What follows belongs to an exercise in optimizing a design on an open flow for small area; a production flow would make more cautious choices. Function was checked by simulation only, so behaviour that the tests miss may differ from the original. Power figures rest on the tool's default switching activity, not on a simulated workload.

## job 3117
// gshare_btb_predictor
module gshare_btb_predictor
#(
    parameter int ENTRIES   = 16,
    parameter int HIST_BITS = 8,
    parameter int PHT_BITS  = 8
) (
    input  logic                 clk,
    input  logic                 reset,
    input  logic                 f_valid,
    input  logic [31:0]          f_pc,
    output logic [31:0]          f_predict_addr,
    output logic                 f_predict_valid,
    output logic                 f_hit,
    output logic [HIST_BITS-1:0] f_ghr,
    input  logic                 d_is_branch,
    input  logic [31:0]          d_pc,
    input  logic [31:0]          d_target_addr,
    input  logic                 x_valid,
    input  logic [31:0]          x_pc,
    input  logic                 x_taken,
    input  logic [HIST_BITS-1:0] x_ghr
);
For scale: about 4900 cells after synthesis, about 72000 um2 of cells after synthesis.
Settings: LEC_CHECK=0, CAP_MARGIN=20, CORE_MARGIN=2, CORE_UTILIZATION=40, SETUP_SLACK_MARGIN=0.3, SLEW_MARGIN=20; clock period 6.0 ns.
standard.sh (not shown) runs the stock make flow with config.mk's settings and CLKGATE_MAP_FILE= SYNTH_SCRIPT=/design/flow/synth_recipe.tcl, a recipe that flattens the netlist after the stock synthesis.
==> flow/flow/run.sh <==
#!/bin/bash
set -euo pipefail
cd "$(dirname "$0")/.."
bash standard.sh \
  "BUFFER_PORTS_ARGS=-buffer_cell sky130_fd_sc_hd__buf_1" \
  "CTS_ARGS=-sink_clustering_enable -repair_clock_nets -dont_use_dummy_load -buf_list {sky130_fd_sc_hd__clkbuf_4 sky130_fd_sc_hd__clkbuf_8} -root_buf sky130_fd_sc_hd__clkbuf_8 -tree_buf sky130_fd_sc_hd__clkbuf_4 -sink_clustering_buffer sky130_fd_sc_hd__clkbuf_8 -sink_clustering_size 16 -sink_clustering_max_diameter 50" \
  finish > flow_standard.log 2>&1
Job 3117 completed end to end with timing, DRC and antenna clean.
> inputs changed (job 3117 -> job 3594)
- an added GPL_TIMING_DRIVEN of 0
- a change of SETUP_SLACK_MARGIN from 0.3 to 0.6
==> flow/flow/run.sh <==
#!/bin/bash
set -euo pipefail
cd "$(dirname "$0")/.."
bash standard.sh \
  "BUFFER_PORTS_ARGS=-buffer_cell sky130_fd_sc_hd__buf_1" \
  "CTS_ARGS=-sink_clustering_enable -repair_clock_nets -dont_use_dummy_load -buf_list {sky130_fd_sc_hd__clkbuf_4 sky130_fd_sc_hd__clkbuf_8} -root_buf sky130_fd_sc_hd__clkbuf_8 -tree_buf sky130_fd_sc_hd__clkbuf_4 -sink_clustering_buffer sky130_fd_sc_hd__clkbuf_8 -sink_clustering_size 14 -sink_clustering_max_diameter 50" \
  finish > flow_standard.log 2>&1
## What came out
- In job 3594, total power is higher than in job 3117.
- Compared with job 3117, job 3594 shows final critical-path share of the clock period higher by 11 points.
- The worst endpoint data arrival time reported for job 3594 is greater than that of job 3117 by 770 ps.
- [compare] base=job 3117 new=job 3594: worst-case setup margin in the final layout went down by 640 ps; top fanout value on the critical path went down by 22; worst relative slew slack went down by 9.4 points.
diff inputs: job 3594 => job 8148
- SETUP_SLACK_MARGIN changed from 0.6 to 0.3
- GPL_TIMING_DRIVEN removed (was 0)
Job 8148 finished all stages; the layout is clean. Going from job 3594 to job 8148, overall fraction of global-route tracks in use went down by 5.9 points, final clock period utilization by the worst path lost 11 points, clock period minus final worst setup slack dropped 650 ps, part of the total power dissipated in combinational logic fell by 2.3 points, number of buffer and inverter instances along the worst setup path went down by 1.
Modified inputs, job 371 compared to job 8148
==> flow/flow/run.sh <==
#!/bin/bash
set -euo pipefail
cd "$(dirname "$0")/.."
bash standard.sh \
  "BUFFER_PORTS_ARGS=-buffer_cell sky130_fd_sc_hd__buf_1" \
  "CTS_ARGS=-sink_clustering_enable -repair_clock_nets -dont_use_dummy_load -buf_list {sky130_fd_sc_hd__clkbuf_4 sky130_fd_sc_hd__clkbuf_8} -root_buf sky130_fd_sc_hd__clkbuf_8 -tree_buf sky130_fd_sc_hd__clkbuf_4 -sink_clustering_buffer sky130_fd_sc_hd__clkbuf_8 -sink_clustering_size 18 -sink_clustering_max_diameter 50" \
  finish > flow_standard.log 2>&1
Notes after the runs:
Per the comparison of job 371 with job 8148, hold slack climbed 4.2 ps, final area barely changed. Against job 8148, job 371 comes in 0.42% lower on internal power consumption.

what the ideal ports hide:
How much do the figures lean on ideal ports? The routed layouts below were timed once more, with nothing changed but the port constraints. Step 1 assumes that a clkbuf_16 drives the clock port and a buf_2 every other input. Step 2, shift: input delay + t, output delay - t, t = (earliest + latest rising clock arrival at the registers) / 2. This alone moves slack from input paths to output paths. Three values: ideal ports, drivers, drivers and shift; two values: the first two.
run | t (ns) | setup WS [ns] | hold slack, ns | cell pins on the clock port's net
job 3117 | 1.090 | 1.068 / 1.068 / 0.253 | 0.119 / 0.051 / 0.511 | 1
job 3594 | 1.089 | 0.428 / 0.492 / -0.597 | 0.265 / 0.202 / 0.512 | 1
job 8148 | 1.032 | 1.082 / 1.082 / 0.269 | 0.159 / 0.101 / 0.510 | 1
job 371 | 1.066 | 1.125 / 1.125 / 0.225 | 0.163 / 0.092 / 0.510 | 1
Met with ideal ports but missed after step 2: setup timing in job 3594. For job 3594, which loses most, drivers alone change the setup slack by +0.064 ns; drivers and shift together by -1.025 ns.
